Context: an optimization exercise on an open-source flow, tuned for small area. The choices shown serve that exercise and are no tape-out recipe.
RTL that was checked went through simulation tests only; none was proved equivalent to the original.
No activity file was given, so power comes from the tool's default toggle rates.

==> sierra <==
Design io_memory_bridge, start of the top module:
module io_memory_bridge (
    input  logic                             clock,
    input  logic                             reset,
    input  logic [iomem_pkg::ADDR_W-1:0]     wb_adr_i,
    input  logic [3:0]                       wb_sel_i,
    input  logic                             wb_we_i,
    input  logic                             wb_cyc_i,
    input  logic                             wb_stb_i,
    input  logic [iomem_pkg::DATA_W-1:0]     wb_dat_i,
    output logic                             wb_ack_o,
    output logic [iomem_pkg::DATA_W-1:0]     wb_dat_o,
    output logic [iomem_pkg::ADDR_W-1:0]     mem_addr_o,
    output logic [iomem_pkg::DATA_W-1:0]     mem_data_o,
    output logic [iomem_pkg::NUM_BANKS-1:0]  mem_we_o,
    output logic                             mem_gl_en_o,
    input  logic [iomem_pkg::DATA_W-1:0]     mem_rdata_i,
    input  logic [iomem_pkg::HALF_W-1:0]     arq_n_i,
    output logic [iomem_pkg::HALF_W-1:0]     tx_len_o,
    output logic [iomem_pkg::HALF_W-1:0]     total_packets_o
);
    logic        stb;
    logic [31:0] dat;
    logic        hdr_sel;
    logic        len_w;
    logic        n_w;
    logic        gl_sel;
    logic [2:0]  cnt;
    logic [13:0] len_words;
    logic [4:0]  bank;
    logic        local_bank;
    logic [15:0] total;
    logic [29:0] offset;
    logic        off_hi;
    logic [31:0] tx_ptr;
    logic        use_sum;
    logic [15:0] tx_len;
    logic [7:0]  mul_a;
    logic        off_en;
    logic [29:0] off_nv;
  ...
clock: 7.5 ns
lec_check: 0
cap_margin: 20
core_margin: 2
core_utilization: 40
gpl_timing_driven: 0
slew_margin: 20
synth_hierarchical: 1
standard.sh (not shown) runs the stock make flow with config.mk's settings and CLKGATE_MAP_FILE= SYNTH_SCRIPT=/design/flow/synth_recipe.tcl, a recipe that flattens the netlist after the stock synthesis.
==> flow/flow/run.sh <==
#!/bin/bash
# The standard layout, with the port buffers made from the smallest buffer
# cell and a clock tree without dummy loads. ORFS writes each step's log
# under orfs/logs; make's own output goes to make.log.
set -euo pipefail
bash standard.sh "BUFFER_PORTS_ARGS=-buffer_cell sky130_fd_sc_hd__buf_1" \
    "CTS_ARGS=-sink_clustering_enable -repair_clock_nets -dont_use_dummy_load -buf_list sky130_fd_sc_hd__clkbuf_8" \
    finish > make.log 2>&1
==> inputs of tundra, as changes to sierra <==
--- a/flow/design.v
+++ b/flow/design.v
@@ -64,14 +64,15 @@
     logic [4:0]  bank;
     logic        local_bank;
     logic [15:0] total;
     logic [29:0] offset;
     logic        off_hi;
     logic [31:0] tx_ptr;
     logic        use_sum;
+    logic        txf;
     logic [15:0] tx_len;
     logic [7:0]  mul_a;
     logic        off_en;
     logic [29:0] off_nv;
     logic        tx_len_w;
     logic [13:0] len_words_d;
     logic [4:0]  bank_d;
@@ -85,15 +86,15 @@
     assign dat = wb_dat_i & {{8{wb_sel_i[3]}}, {8{wb_sel_i[2]}},
                              {8{wb_sel_i[1]}}, {8{wb_sel_i[0]}}};
     assign hdr_sel = stb & wb_we_i & (wb_adr_i < 32'd24);
     assign len_w   = stb & wb_we_i & (wb_adr_i == 32'd16);
     assign n_w     = stb & wb_we_i & (wb_adr_i == 32'd20);
     assign gl_sel  = stb & ~wb_we_i & wb_adr_i[29];
     always_ff @(posedge clock) begin
-        cnt <= stb ? cnt + 3'd1 : 3'd0;
+        cnt <= stb ? (wb_ack_o ? cnt : cnt + 3'd1) : 3'd0;
     end
     always_comb begin
         case (dat[15:0])
             16'h0000, 16'h0001: bank_dec = 5'b00001;
             16'h0100, 16'h0101: bank_dec = 5'b00010;
             16'h0200, 16'h0201: bank_dec = 5'b00100;
             16'h0300, 16'h0301: bank_dec = 5'b01000;
@@ -1545,18 +1546,21 @@
     iomem_c22 u_m705 (wb_adr_i[14], mem_rdata_i[12], m704, m705);
     iomem_c22 u_m706 (wb_adr_i[15], mem_rdata_i[13], m705, m706);
     iomem_c22 u_m707 (wb_adr_i[16], mem_rdata_i[14], m706, m707);
     iomem_c22 u_m708 (wb_adr_i[17], mem_rdata_i[15], m707, m708);
     assign len_lt = m708;
     assign off_en = off_hi | n_w;
     assign off_nv = {off_hi ? mul_res[29:22] : dat[23:16], mul_res[21:0]};
-    assign add_x = wb_we_i ? {2'd0, off_bias} : tx_ptr;
-    assign add_y = {wb_adr_i[28:24] & {5{~wb_we_i}}, wb_adr_i[23:2]};
     always_ff @(posedge clock) begin
-        if (cnt == 3'd4) begin
+        txf <= gl_sel;
+    end
+    assign add_x = txf ? tx_ptr : {2'd0, off_bias};
+    assign add_y = {wb_adr_i[28:24] & {5{txf}}, wb_adr_i[23:2]};
+    always_ff @(posedge clock) begin
+        if (cnt == 3'd3) begin
             tx_ptr <= mem_rdata_i;
         end
     end
     assign tx_len_w = gl_sel & (cnt == 3'd5);
     always_ff @(posedge clock) begin
         in_range <= (wb_adr_i[28:18] == 11'd0) && len_lt;
     end
==> flow/flow/run.sh (replaced) <==
#!/bin/bash
# The standard layout, with the port buffers made from the smallest buffer
# cell and a clock tree without dummy loads. ORFS writes each step's log
# under orfs/logs; make's own output goes to make.log.
set -euo pipefail
bash standard.sh "BUFFER_PORTS_ARGS=-buffer_cell sky130_fd_sc_hd__buf_1" \
    "CTS_ARGS=-sink_clustering_enable -repair_clock_nets -dont_use_dummy_load -root_buf sky130_fd_sc_hd__clkbuf_8 -buf_list sky130_fd_sc_hd__clkbuf_4" \
    finish > make.log 2>&1
PLACE_DENSITY = 0.8   (was default)
==> summary.txt <==
status timing/DRC/antenna clean; routability cong. 0.9312; fillers 2572; die footprint 29110 um^2; vias in the first global route 9673; Synth Area in Compound Gates 8.551%; Comb group 0.224 mW; Final Cycle Share 94.85%; Comb pwr share 18.5%; Hold Path End bank[2]$_DFF_P_; DRT iter0 DRCs 564
-- figures above: tundra

==> summary.txt <==
Final Cycle Share 95.49%; DRT iter0 DRCs 545; status timing/DRC/antenna clean; Hold Path End cnt[0]$_SDFF_PN0_; routability cong. 0.9381; Synth Area in Compound Gates 8.409%; fillers 2679
-- figures above: sierra

Function not checked in sierra: the RTL went through the layout flow alone.

==> inputs of job 8924 <==
Another version of the RTL of io_memory_bridge (not shown whole).
Settings: LEC_CHECK=0, CAP_MARGIN=20, CORE_MARGIN=2, CORE_UTILIZATION=40, GPL_TIMING_DRIVEN=0, PLACE_DENSITY=0.8, SLEW_MARGIN=20, SYNTH_HIERARCHICAL=1; clock period 7.5 ns.
==> flow/flow/run.sh <==
#!/bin/bash
# The standard layout, with the port buffers made from the smallest buffer
# cell and a clock tree without dummy loads. ORFS writes each step's log
# under orfs/logs; make's own output goes to make.log.
set -euo pipefail
bash standard.sh "BUFFER_PORTS_ARGS=-buffer_cell sky130_fd_sc_hd__buf_1" \
    "CTS_ARGS=-sink_clustering_enable -repair_clock_nets -dont_use_dummy_load -root_buf sky130_fd_sc_hd__clkbuf_8 -buf_list sky130_fd_sc_hd__clkbuf_4" \
    finish > make.log 2>&1
==> job 6355 (differences from job 8924) <==
--- a/flow/design.v
+++ b/flow/design.v
@@ -753,72 +753,72 @@
     iomem_c12 u_m320 (m319, m312, m320);
     iomem_c7 u_m321 (offset[8], m320, m321);
     iomem_c12 u_m322 (m319, offset[8], m322);
     iomem_c12 u_m323 (m322, m312, m323);
     iomem_c7 u_m324 (offset[9], m323, m324);
     iomem_c12 u_m325 (m322, offset[9], m325);
     iomem_c12 u_m326 (m325, m312, m326);
     iomem_c7 u_m327 (offset[10], m326, m327);
-    iomem_c12 u_m328 (m325, offset[10], m328);
-    iomem_c12 u_m329 (m328, m312, m329);
-    iomem_c7 u_m330 (offset[11], m329, m330);
-    iomem_c13 u_m331 (offset[11], m329, m331);
-    iomem_c7 u_m332 (offset[12], m331, m332);
-    iomem_c8 u_m333 (offset[11], offset[12], m333);
-    iomem_c4 u_m334 (m333, m329, m334);
+    iomem_c13 u_m328 (offset[10], m326, m328);
+    iomem_c7 u_m329 (offset[11], m328, m329);
+    iomem_c8 u_m330 (offset[10], offset[11], m330);
+    iomem_c4 u_m331 (m330, m326, m331);
+    iomem_c5 u_m332 (offset[12], m331, m332);
+    iomem_c12 u_m333 (m330, offset[12], m333);
+    iomem_c4 u_m334 (m333, m326, m334);
     iomem_c5 u_m335 (offset[13], m334, m335);
     iomem_c12 u_m336 (m333, offset[13], m336);
-    iomem_c4 u_m337 (m336, m329, m337);
+    iomem_c4 u_m337 (m336, m326, m337);
     iomem_c5 u_m338 (offset[14], m337, m338);
     iomem_c12 u_m339 (m336, offset[14], m339);
-    iomem_c4 u_m340 (m339, m329, m340);
+    iomem_c4 u_m340 (m339, m326, m340);
     iomem_c5 u_m341 (offset[15], m340, m341);
-    iomem_c12 u_m342 (m339, offset[15], m342);
-    iomem_c4 u_m343 (m342, m329, m343);
-    iomem_c5 u_m344 (offset[16], m343, m344);
-    iomem_c12 u_m345 (m342, offset[16], m345);
-    iomem_c4 u_m346 (m345, m329, m346);
-    iomem_c5 u_m347 (offset[17], m346, m347);
-    iomem_c8 u_m348 (offset[17], m346, m348);
+    iomem_c8 u_m342 (offset[15], m340, m342);
+    iomem_c7 u_m343 (offset[16], m342, m343);
+    iomem_c8 u_m344 (offset[15], offset[16], m344);
+    iomem_c12 u_m345 (m344, m340, m345);
+    iomem_c7 u_m346 (offset[17], m345, m346);
+    iomem_c12 u_m347 (m344, offset[17], m347);
+    iomem_c12 u_m348 (m347, m340, m348);
     iomem_c7 u_m349 (offset[18], m348, m349);
-    iomem_c8 u_m350 (offset[17], offset[18], m350);
-    iomem_c12 u_m351 (m350, m346, m351);
+    iomem_c12 u_m350 (m347, offset[18], m350);
+    iomem_c12 u_m351 (m350, m340, m351);
     iomem_c7 u_m352 (offset[19], m351, m352);
     iomem_c12 u_m353 (m350, offset[19], m353);
-    iomem_c12 u_m354 (m353, m346, m354);
+    iomem_c12 u_m354 (m353, m340, m354);
     iomem_c7 u_m355 (offset[20], m354, m355);
-    iomem_c12 u_m356 (m353, offset[20], m356);
-    iomem_c12 u_m357 (m356, m346, m357);
-    iomem_c7 u_m358 (offset[21], m357, m358);
-    iomem_c12 u_m359 (m356, offset[21], m359);
-    iomem_c12 u_m360 (m359, m346, m360);
-    iomem_c7 u_m361 (offset[22], m360, m361);
-    iomem_c12 u_m362 (m359, offset[22], m362);
-    iomem_c12 u_m363 (m362, m346, m363);
-    iomem_c7 u_m364 (offset[23], m363, m364);
-    iomem_c13 u_m365 (offset[23], m363, m365);
-    iomem_c7 u_m366 (offset[24], m365, m366);
-    iomem_c8 u_m367 (offset[23], offset[24], m367);
-    iomem_c4 u_m368 (m367, m363, m368);
+    iomem_c13 u_m356 (offset[20], m354, m356);
+    iomem_c7 u_m357 (offset[21], m356, m357);
+    iomem_c8 u_m358 (offset[20], offset[21], m358);
+    iomem_c4 u_m359 (m358, m354, m359);
+    iomem_c5 u_m360 (offset[22], m359, m360);
+    iomem_c12 u_m361 (m358, offset[22], m361);
+    iomem_c4 u_m362 (m361, m354, m362);
+    iomem_c5 u_m363 (offset[23], m362, m363);
+    iomem_c12 u_m364 (m361, offset[23], m364);
+    iomem_c4 u_m365 (m364, m354, m365);
+    iomem_c5 u_m366 (offset[24], m365, m366);
+    iomem_c12 u_m367 (m364, offset[24], m367);
+    iomem_c4 u_m368 (m367, m354, m368);
     iomem_c5 u_m369 (offset[25], m368, m369);
-    iomem_c12 u_m370 (m367, offset[25], m370);
-    iomem_c4 u_m371 (m370, m363, m371);
-    iomem_c5 u_m372 (offset[26], m371, m372);
-    iomem_c12 u_m373 (m370, offset[26], m373);
-    iomem_c4 u_m374 (m373, m363, m374);
-    iomem_c5 u_m375 (offset[27], m374, m375);
-    iomem_c12 u_m376 (m373, offset[27], m376);
-    iomem_c4 u_m377 (m376, m363, m377);
-    iomem_c5 u_m378 (offset[28], m377, m378);
-    iomem_c12 u_m379 (m376, offset[28], m379);
-    iomem_c4 u_m380 (m379, m363, m380);
-    iomem_c5 u_m381 (offset[29], m380, m381);
-    iomem_c8 u_m382 (offset[29], m380, m382);
-    assign off_bias = {m381, m378, m375, m372, m369, m366, m364, m361, m358, m355, m352, m349, m347, m344, m341, m338, m335, m332, m330, m327, m324, m321, m318, m315, m313, m311, m309, m307, ~offset[1], offset[0]};
+    iomem_c8 u_m370 (offset[25], m368, m370);
+    iomem_c7 u_m371 (offset[26], m370, m371);
+    iomem_c8 u_m372 (offset[25], offset[26], m372);
+    iomem_c12 u_m373 (m372, m368, m373);
+    iomem_c7 u_m374 (offset[27], m373, m374);
+    iomem_c12 u_m375 (m372, offset[27], m375);
+    iomem_c12 u_m376 (m375, m368, m376);
+    iomem_c7 u_m377 (offset[28], m376, m377);
+    iomem_c12 u_m378 (m375, offset[28], m378);
+    iomem_c12 u_m379 (m378, m368, m379);
+    iomem_c7 u_m380 (offset[29], m379, m380);
+    iomem_c12 u_m381 (m378, offset[29], m381);
+    iomem_c12 u_m382 (m381, m368, m382);
+    assign off_bias = {m380, m377, m374, m371, m369, m366, m363, m360, m357, m355, m352, m349, m346, m343, m341, m338, m335, m332, m329, m327, m324, m321, m318, m315, m313, m311, m309, m307, ~offset[1], offset[0]};
     logic [31:0] add_x;
     logic [26:0] add_y;
     logic [31:0] add_s;
     logic m383;
     logic m384;
     logic m385;
     logic m386;
     logic m387;
Settings changed: GPL_TIMING_DRIVEN 0 to 1.
==> job 9001 (differences from job 8924) <==
Settings changed: GPL_TIMING_DRIVEN 0 to 1.
==> summary.txt <==
- Sequential power is about the same in job 8924 and job 9001.
- Against job 6355, the cell count of job 8924 is larger by 1.8%.
- In sequential cell count, job 9001 and job 6355 do not differ.
- Non-clock buffer count is the same in job 9001 and job 6355.
Only the layout flow was run in job 8924 and job 9001; the RTL was not checked for function there.

[re-timing with driven ports]
The results above use ideal ports. As a check the final layouts listed here were re-extracted and re-timed, cells and wires unchanged. Step 1 sets driving cells, clkbuf_16 on the clock port and buf_2 on the other inputs (assumed; they add their load-dependent delay and slew). Step 2 moves the port delays by t, midway between the first and last clock arrival at a register: inputs arrive t later, outputs are due t later. That takes back most of the time a late clock gives input paths. a / b / c = ideal ports / drivers / drivers and shift; a / b = the first two.
run	t, ns	setup slack, ns	worst data-port slew with drivers (ns)
sierra	0.491	0.338 / 0.286 / 0.025	0.07
tundra	0.454	0.386 / 0.363 / -0.043	0.06
job 8924	0.444	0.372 / 0.342 / 0.084	0.07
job 6355	0.457	0.418 / 0.378 / 0.087	0.07
job 9001	0.453	0.488 / 0.446 / 0.088	0.08
With both steps, setup timing fails in tundra, where it was met with ideal ports. The setup slack of tundra, which loses most, moves by -0.023 ns with the drivers and by -0.429 ns with both steps.
